Background: an optimization exercise with open tools, aiming at small area. Do not read the settings as production practice.
Only simulation tests tie the RTL to the original design; equivalence was not proved.
No activity file was given, so power comes from the tool's default toggle rates.

==> flow/design.v <==
module pu_sequencer #(
   parameter int WIDTH = 32,
   parameter int LEN   = 8,
   parameter int ROWS  = 4
) (
   input  logic                             clk,
   input  logic                             rst,
   input  logic                             wr_en,
   input  logic                             wr_sel,
   input  logic [$clog2(ROWS*LEN)-1:0]      wr_addr,
   input  logic [WIDTH-1:0]                 wr_data,
   input  logic                             start,
   output logic                             busy,
   output logic                             done,
   output logic                             pu_en,
   output logic [WIDTH-1:0]                 pu_x1, pu_x2, pu_x3, pu_x4,
   output logic [WIDTH-1:0]                 pu_w1, pu_w2, pu_w3, pu_w4,
   input  logic [WIDTH-1:0]                 pu_data,
   output logic                             out_valid,
   output logic [((ROWS > 1) ? $clog2(ROWS) : 1)-1:0] out_row,
   output logic [WIDTH-1:0]                 out_data
);
   logic [3:0]       seq;
   logic [WIDTH-1:0] x_buf [8];
   logic [WIDTH-1:0] w_buf [32];
   logic [WIDTH-1:0] acc;
   logic             we;
   logic [7:0]       csel;
   logic             ph;
   logic [WIDTH-1:0] wr_data_ph;
   logic [WIDTH-1:0] w_lane [4];
   assign busy      = (seq < 4'd10);
   assign pu_en     = ~seq[3];
   assign done      = (seq == 4'd10);
   assign out_valid = (seq == 4'd3) || (seq == 4'd5) || (seq == 4'd7) || (seq == 4'd9);
   assign out_row   = 2'(seq[3:1] - 3'd1);
   assign out_data  = acc;
   always_ff @(posedge clk) begin
      if (rst)                                         seq <= 4'd15;
      else if (seq == 4'd10 || seq > 4'd10)            seq <= start ? 4'd0 : 4'd15;
      else                                             seq <= seq + 4'd1;
   end
   assign we = wr_en && !busy && !rst;
   for (genvar k = 0; k < 8; k++) begin : g_x
      logic set;
      assign set = we && !wr_sel && wr_addr == 5'(k);
      pu_sequencer_word #(.W(WIDTH)) u_word (
         .clk(clk), .keep(!set), .set(set), .d(wr_data), .q(x_buf[k]));
   end
   always_ff @(posedge clk) begin
      if (rst) ph <= 1'b0;
      else     ph <= !ph;
   end
   assign wr_data_ph = wr_data ^ {WIDTH{ph}};
   for (genvar k = 0; k < 32; k++) begin : g_w
      logic set;
      assign set = we && wr_sel && wr_addr == 5'(k);
      pu_sequencer_iword #(.W(WIDTH)) u_word (
         .clk(clk), .keep(!set), .set(set), .dn(wr_data_ph), .q(w_buf[k]));
   end
   for (genvar c = 0; c < 8; c++) begin : g_csel
      assign csel[c] = (seq[2:0] == 3'(c));
   end
   pu_sequencer_sel2 #(.W(WIDTH)) u_x1 (.s0(!seq[0]), .s1(seq[0]), .a0(x_buf[0]), .a1(x_buf[4]), .y(pu_x1));
   pu_sequencer_sel2 #(.W(WIDTH)) u_x2 (.s0(!seq[0]), .s1(seq[0]), .a0(x_buf[1]), .a1(x_buf[5]), .y(pu_x2));
   pu_sequencer_sel2 #(.W(WIDTH)) u_x3 (.s0(!seq[0]), .s1(seq[0]), .a0(x_buf[2]), .a1(x_buf[6]), .y(pu_x3));
   pu_sequencer_sel2 #(.W(WIDTH)) u_x4 (.s0(!seq[0]), .s1(seq[0]), .a0(x_buf[3]), .a1(x_buf[7]), .y(pu_x4));
   pu_sequencer_sel8 #(.W(WIDTH)) u_w1 (.s(csel),
      .a0(w_buf[0]), .a1(w_buf[4]), .a2(w_buf[8]),  .a3(w_buf[12]),
      .a4(w_buf[16]), .a5(w_buf[20]), .a6(w_buf[24]), .a7(w_buf[28]), .y(w_lane[0]));
   pu_sequencer_sel8 #(.W(WIDTH)) u_w2 (.s(csel),
      .a0(w_buf[1]), .a1(w_buf[5]), .a2(w_buf[9]),  .a3(w_buf[13]),
      .a4(w_buf[17]), .a5(w_buf[21]), .a6(w_buf[25]), .a7(w_buf[29]), .y(w_lane[1]));
   pu_sequencer_sel8 #(.W(WIDTH)) u_w3 (.s(csel),
      .a0(w_buf[2]), .a1(w_buf[6]), .a2(w_buf[10]), .a3(w_buf[14]),
      .a4(w_buf[18]), .a5(w_buf[22]), .a6(w_buf[26]), .a7(w_buf[30]), .y(w_lane[2]));
   pu_sequencer_sel8 #(.W(WIDTH)) u_w4 (.s(csel),
      .a0(w_buf[3]), .a1(w_buf[7]), .a2(w_buf[11]), .a3(w_buf[15]),
      .a4(w_buf[19]), .a5(w_buf[23]), .a6(w_buf[27]), .a7(w_buf[31]), .y(w_lane[3]));
   assign pu_w1 = w_lane[0] ^ {WIDTH{ph}};
   assign pu_w2 = w_lane[1] ^ {WIDTH{ph}};
   assign pu_w3 = w_lane[2] ^ {WIDTH{ph}};
   assign pu_w4 = w_lane[3] ^ {WIDTH{ph}};
   always_ff @(posedge clk)
      acc <= (seq[0] ? '0 : acc) + pu_data;
endmodule
module pu_sequencer_word #(
   parameter int W = 32
) (
   input  logic         clk,
   input  logic         keep,
   input  logic         set,
   input  logic [W-1:0] d,
   output logic [W-1:0] q
);
   always_ff @(posedge clk)
      q <= (q & {W{keep}}) | (d & {W{set}});
endmodule
module pu_sequencer_iword #(
   parameter int W = 32
) (
   input  logic         clk,
   input  logic         keep,
   input  logic         set,
   input  logic [W-1:0] dn,
   output logic [W-1:0] q
);
   always_ff @(posedge clk)
      q <= ~((q | {W{set}}) & (dn | {W{keep}}));
endmodule
module pu_sequencer_sel2 #(
   parameter int W = 32
) (
   input  logic         s0,
   input  logic         s1,
   input  logic [W-1:0] a0,
   input  logic [W-1:0] a1,
   output logic [W-1:0] y
);
   assign y = (a0 & {W{s0}}) | (a1 & {W{s1}});
endmodule
module pu_sequencer_sel8 #(
   parameter int W = 32
) (
   input  logic [7:0]   s,
   input  logic [W-1:0] a0, a1, a2, a3, a4, a5, a6, a7,
   output logic [W-1:0] y
);
   logic [W-1:0] n0, n1, n2;
   pu_sequencer_aoi3 #(.W(W)) u_g0 (.s(s[2:0]), .a0(a0), .a1(a1), .a2(a2), .y(n0));
   pu_sequencer_aoi3 #(.W(W)) u_g1 (.s(s[5:3]), .a0(a3), .a1(a4), .a2(a5), .y(n1));
   pu_sequencer_aoi2 #(.W(W)) u_g2 (.s(s[7:6]), .a0(a6), .a1(a7), .y(n2));
   assign y = ~(n0 & n1 & n2);
endmodule
module pu_sequencer_aoi3 #(
   parameter int W = 32
) (
   input  logic [2:0]   s,
   input  logic [W-1:0] a0, a1, a2,
   output logic [W-1:0] y
);
   assign y = ~((a0 & {W{s[0]}}) | (a1 & {W{s[1]}}) | (a2 & {W{s[2]}}));
endmodule
module pu_sequencer_aoi2 #(
   parameter int W = 32
) (
   input  logic [1:0]   s,
   input  logic [W-1:0] a0, a1,
   output logic [W-1:0] y
);
   assign y = ~((a0 & {W{s[0]}}) | (a1 & {W{s[1]}}));
endmodule
clock: 5.0 ns
lec_check: 0
cap_margin: 10
core_margin: 2
core_utilization: 70
place_density: 0.9
slew_margin: 10
synth_hierarchical: 1
standard.sh (not shown) runs the stock make flow with config.mk's settings and CLKGATE_MAP_FILE= SYNTH_SCRIPT=/design/flow/synth_recipe.tcl, a recipe that flattens the netlist after the stock synthesis.
==> flow/flow/run.sh <==
#!/bin/bash
# The standard layout, with the port buffers made from the smallest plain
# buffer, a clock tree with larger sink clusters and no dummy loads, and
# slack-driven downsizing after global routing (clock tree left alone),
# followed by another slew/capacitance and timing repair.
set -euo pipefail
here=$(pwd)
export BUFFER_PORTS_ARGS="-buffer_cell sky130_fd_sc_hd__buf_1"
export CTS_ARGS="-sink_clustering_enable -repair_clock_nets -dont_use_dummy_load -sink_clustering_size 30 -sink_clustering_max_diameter 70 -buf_list {sky130_fd_sc_hd__clkbuf_16}"
export RECOVER_POWER=100
export PRE_GLOBAL_ROUTE_TCL="$here/flow/pre_grt.tcl"
export POST_GLOBAL_ROUTE_TCL="$here/flow/post_grt.tcl"
bash standard.sh > standard_flow.log 2>&1
==> flow/flow/post_grt.tcl <==
# Power recovery may leave slew or capacitance violations: repair them, and
# timing, again on global-route parasitics, then refresh the route guides.
unset_dont_touch [get_cells clkbuf_*]
log_cmd global_route -start_incremental
log_cmd estimate_parasitics -global_routing
repair_design_helper
log_cmd detailed_placement
log_cmd global_route -end_incremental \
  -congestion_report_file $::env(REPORTS_DIR)/congestion_post_repair_design2.rpt
log_cmd estimate_parasitics -global_routing
log_cmd global_route -start_incremental
log_cmd repair_timing -setup_margin 0.08 -hold_margin 0.02 -repair_tns 100 -verbose
log_cmd detailed_placement
log_cmd global_route -end_incremental \
  -congestion_report_file $::env(REPORTS_DIR)/congestion_post_repair_timing2.rpt
log_cmd estimate_parasitics -global_routing
report_check_types -max_slew -max_capacitance -violators
write_guides $::env(RESULTS_DIR)/route.guide
==> flow/flow/pre_grt.tcl <==
# Keep the clock tree out of the power-recovery downsizing.
set clk_insts {}
foreach inst [get_cells clkbuf_*] {
  lappend clk_insts $inst
}
puts "pre_grt: dont_touch on [llength $clk_insts] clock tree cells"
set_dont_touch $clk_insts
Rerun with:
==> flow/run.sh (new file) <==
#!/bin/bash
# synth_recipe.tcl (not shown) runs the flow's synth.tcl, then flattens the netlist and writes it again
# the make line also repeats each setting of config.mk as NAME=value (left out here)
make -C /OpenROAD-flow-scripts/flow DESIGN_CONFIG=/design/flow/config.mk WORK_HOME=/design/flow/orfs CLKGATE_MAP_FILE= SYNTH_SCRIPT=/design/flow/synth_recipe.tcl finish
--- a/flow/config.mk
+++ b/flow/config.mk
@@ -7,7 +7,7 @@
 export LEC_CHECK = 0
-export CAP_MARGIN = 10
+export CAP_MARGIN = 20
 export CORE_MARGIN = 2
-export CORE_UTILIZATION = 70
-export PLACE_DENSITY = 0.9
-export SLEW_MARGIN = 10
+export CORE_UTILIZATION = 60
+export CTS_BUF_LIST = sky130_fd_sc_hd__clkbuf_4 sky130_fd_sc_hd__clkbuf_8
+export SLEW_MARGIN = 20
 export SYNTH_HIERARCHICAL = 1
removed: flow/flow/run.sh
removed: flow/flow/post_grt.tcl
removed: flow/flow/pre_grt.tcl
removed: flow/standard.sh
Result: Now the flow finished with negative setup slack left; die area went up by about 16%; register-to-register slack gains 1100 ps; clock-buffer cell count goes up by 276; cell count rises by 10%; setup slack gets worse by 180 ps; sequential share of layout area went down by 6.0 points; routed wire length goes up by 6.9%; total power is higher by about 25%; sequential power is about the same; flip-flop and latch count does not change; clock skew goes down by 31 ps.

[port drivers added, routing unchanged]
The results above use ideal ports. As a check the final layouts listed here were re-extracted and re-timed, cells and wires unchanged.
Step 1 (the two cells are an assumption about what drives the block):
set clk [get_ports {clk}]
set_driving_cell -lib_cell sky130_fd_sc_hd__clkbuf_16 $clk
set_driving_cell -lib_cell sky130_fd_sc_hd__buf_2 [delete_from_list [all_inputs] $clk]
Step 2, shift: input delay + t, output delay - t, t = (earliest + latest rising clock arrival at the registers) / 2. This alone moves slack from input paths to output paths.
Slacks: ideal ports / drivers / drivers and shift; pairs: ideal ports / drivers.
run | t (ns) | setup WS [ns] | worst setup path after step 2 | slew at the worst register clock pin (ns) | pins driven straight from the clock port
the first run | 0.723 | 0.150 / 0.101 / -0.059 | input to register | 0.11 / 0.11 | 1
the second run | 0.910 | -0.026 / -0.093 / 0.800 | input to register | 0.07 / 0.07 | 1
With both steps, setup timing fails in the first run, where it was met with ideal ports. The setup slack of the first run, which loses most, moves by -0.049 ns with the drivers and by -0.209 ns with both steps.
